What follows belongs to an exercise in optimizing a design on an open flow for small area; a production flow would make more cautious choices.
Function was checked by simulation only, so behaviour that the tests miss may differ from the original.
Power is estimated from default activity; no workload was simulated.

## run A
// complex_block_correlator_power_top
module complex_block_correlator_power_top #(
    parameter int SAMPLE_BITS = cbcp_pkg::SAMPLE_BITS_DEF
) (
    input  logic                                i_clk,
    input  logic                                i_rst_n,
    input  logic                                i_in_valid,
    output logic                                o_in_stall,
    input  logic signed [SAMPLE_BITS-1:0]       i_sample_real,
    input  logic signed [SAMPLE_BITS-1:0]       i_sample_imag,
    input  logic                                i_end_of_stream,
    output logic                                o_out_valid,
    input  logic                                i_out_stall,
    output logic [cbcp_pkg::BANK_BITS-1:0]      o_filter_index,
    output logic [cbcp_pkg::POWER_BITS-1:0]     o_block_power,
    output logic                                o_last_result
);
Size in the first run: ~2800 cells after synthesis, ~440 flip-flops.
clock: 10.0 ns
lec_check: 0
cap_margin: 20
core_margin: 2
core_utilization: 60
cts_buf_list: sky130_fd_sc_hd__clkbuf_8 sky130_fd_sc_hd__clkbuf_16
cts_cluster_diameter: 120
cts_cluster_size: 25
slew_margin: 20
synth_hierarchical: 1
synth_minimum_keep_size: 0
run.sh (not shown) runs the stock make flow with config.mk's settings and CLKGATE_MAP_FILE= SYNTH_SCRIPT=/design/flow/synth_recipe.tcl, a recipe that flattens the netlist after the stock synthesis.
Run A has completed all stages; timing, DRC and antenna checks passed.
#### Input delta (run B over run A)
# run A
export LEC_CHECK = 0
export CAP_MARGIN = 20
export CORE_MARGIN = 2
export CORE_UTILIZATION = 60
export CTS_BUF_LIST = sky130_fd_sc_hd__clkbuf_8 sky130_fd_sc_hd__clkbuf_16
export CTS_CLUSTER_DIAMETER = 120
export CTS_CLUSTER_SIZE = 25
export SLEW_MARGIN = 20
export SYNTH_HIERARCHICAL = 1
export SYNTH_MINIMUM_KEEP_SIZE = 0
create_clock -name core_clock -period 10.0 [get_ports {i_clk}]
# run B
export LEC_CHECK = 0
export CAP_MARGIN = 20
export CORE_MARGIN = 2
export CORE_UTILIZATION = 75
export CTS_BUF_LIST = sky130_fd_sc_hd__clkbuf_8 sky130_fd_sc_hd__clkbuf_16
export CTS_CLUSTER_DIAMETER = 120
export CTS_CLUSTER_SIZE = 30
export SLEW_MARGIN = 20
export SYNTH_HIERARCHICAL = 1
export SYNTH_MINIMUM_KEEP_SIZE = 0
create_clock -name core_clock -period 10.0 [get_ports {i_clk}]
==> comparison <==
- Count of inserted antenna diode cells came out lower on run B than on run A.
- Going from run A to run B, clock-buffer cell count shrank by 5, global routing usage summed across all routing layers climbed 6.0 points, number of tap cells inserted lost 21%, final setup slack of the worst path dropped 0.034 ns.
- Diff run A -> run B: utilization grew by 15 points, number of antenna violations at the first check in global routing grew by 1, worst slack at placement shrank by 0.23 ns, total power held steady, critical path depth grew by about 4.5%.
- Run B: full flow OK, the timing, design-rule and antenna checks passed
Changes in run C relative to run B:
# run B
export LEC_CHECK = 0
export CAP_MARGIN = 20
export CORE_MARGIN = 2
export CORE_UTILIZATION = 75
export CTS_BUF_LIST = sky130_fd_sc_hd__clkbuf_8 sky130_fd_sc_hd__clkbuf_16
export CTS_CLUSTER_DIAMETER = 120
export CTS_CLUSTER_SIZE = 30
export SLEW_MARGIN = 20
export SYNTH_HIERARCHICAL = 1
export SYNTH_MINIMUM_KEEP_SIZE = 0
create_clock -name core_clock -period 10.0 [get_ports {i_clk}]
# run C
export LEC_CHECK = 0
export CAP_MARGIN = 20
export CORE_MARGIN = 2
export CORE_UTILIZATION = 60
export CTS_BUF_LIST = sky130_fd_sc_hd__clkbuf_16
export CTS_CLUSTER_DIAMETER = 150
export CTS_CLUSTER_SIZE = 30
export SLEW_MARGIN = 20
export SYNTH_HIERARCHICAL = 1
export SYNTH_MINIMUM_KEEP_SIZE = 0
create_clock -name core_clock -period 10.0 [get_ports {i_clk}]
When run C is measured against run B, its number of detailed-route iterations in the first pass turns out 2 lower. Between run B and run C, the share of total power in the clock network is higher for run C. Relative to run B, cell area has increased by 260 sq um in run C. Run C vs run B — share of total power in combinational logic dropped 0.4 points. Run C: setup slack on the worst flop-to-flop path 0.05 ns above run B. Between run C and run B, it is run C whose maximum cell stage delay along the critical path is lower, by 0.04 ns. Run C was carried through to the last stage, and its layout satisfied the timing, design-rule and antenna checks. Total routing usage reported by global routing in run C is 6.1 points lower than in run B. Run B and run C ended up with roughly the same area fraction of clock buffers and clock inverters.
### run C -> run D
# run C
export LEC_CHECK = 0
export CAP_MARGIN = 20
export CORE_MARGIN = 2
export CORE_UTILIZATION = 60
export CTS_BUF_LIST = sky130_fd_sc_hd__clkbuf_16
export CTS_CLUSTER_DIAMETER = 150
export CTS_CLUSTER_SIZE = 30
export SLEW_MARGIN = 20
export SYNTH_HIERARCHICAL = 1
export SYNTH_MINIMUM_KEEP_SIZE = 0
create_clock -name core_clock -period 10.0 [get_ports {i_clk}]
# run D
export LEC_CHECK = 0
export CAP_MARGIN = 20
export CORE_MARGIN = 2
export CORE_UTILIZATION = 75
export CTS_BUF_LIST = sky130_fd_sc_hd__clkbuf_8 sky130_fd_sc_hd__clkbuf_16
export CTS_CLUSTER_DIAMETER = 120
export CTS_CLUSTER_SIZE = 30
export SLEW_MARGIN = 20
export SYNTH_HIERARCHICAL = 1
export SYNTH_MINIMUM_KEEP_SIZE = 0
create_clock -name core_clock -period 10.0 [get_ports {i_clk}]
==> flow/flow/run.sh (new file) <==
#!/bin/bash
# Layout flow: the standard ORFS flow, with the port buffers that global
# placement inserts on every input and output made from the smallest buffer
# cell instead of the default one.  Everything else (synthesis, floorplan,
# power grid, tap cells, placement, CTS, routing) is the standard flow.
set -e
export BUFFER_PORTS_ARGS="-buffer_cell sky130_fd_sc_hd__buf_1"
cp standard.sh standard_copy.sh.txt 2>/dev/null || true
bash standard.sh > standard.log 2>&1
==> flow/standard.sh (new file) <==
#!/bin/bash
# synth_recipe.tcl (not shown) runs the flow's synth.tcl, then flattens the netlist and writes it again
# the make line also repeats each setting of config.mk as NAME=value (left out here)
make -C /OpenROAD-flow-scripts/flow DESIGN_CONFIG=/design/flow/config.mk WORK_HOME=/design/flow/orfs CLKGATE_MAP_FILE= SYNTH_SCRIPT=/design/flow/synth_recipe.tcl "${@:-finish}"
removed: flow/run.sh
Notes after the runs:
Run D completed end to end with timing, DRC and antenna clean. Run D vs run C: cell count along the critical path up. Between run C and run D, the final count of pins violating max slew figures differ only marginally. Going from run C to run D, setup slack of the worst register-to-register path went down 0.04 ns, switching component of the power has increased. Diff run C -> run D: worst setup slack lower, minimum clock period rose by 0.041 ns, final weighted congestion in routability-driven placement went up by 0.058, final-layout worst hold slack now sits higher, core utilization grew by 14 points.

[afterwards: timing with drivers on the ports]
How much do the figures lean on ideal ports? The routed layouts below were timed once more, with nothing changed but the port constraints.
Step 1 assumes that a clkbuf_16 drives the clock port and a buf_2 every other input.
Step 2 adds t to the input delays and takes it off the output delays; t is the mean of the earliest and latest rising clock arrival at the registers after step 1. Input paths then give back, and output paths get back, about the clock's delay inside the block.
Three values: ideal, step 1, step 2; two values: the first two.
| run | t (ns) | setup WS [ns] | worst hold slack (ns) | worst setup path after step 2 | worst slew at a driven data input, ns |
|---|---|---|---|---|---|
| run A | 0.653 | 0.523 / 0.523 / 0.523 | 0.435 / 0.435 / 0.435 | register to register | 0.04 |
| run B | 0.617 | 0.489 / 0.489 / 0.489 | 0.478 / 0.478 / 0.478 | register to register | 0.04 |
| run C | 0.632 | 0.534 / 0.534 / 0.534 | 0.437 / 0.437 / 0.437 | register to register | 0.04 |
| run D | 0.648 | 0.493 / 0.493 / 0.493 | 0.441 / 0.441 / 0.441 | register to register | 0.03 |
After both steps every run listed still meets setup and hold.
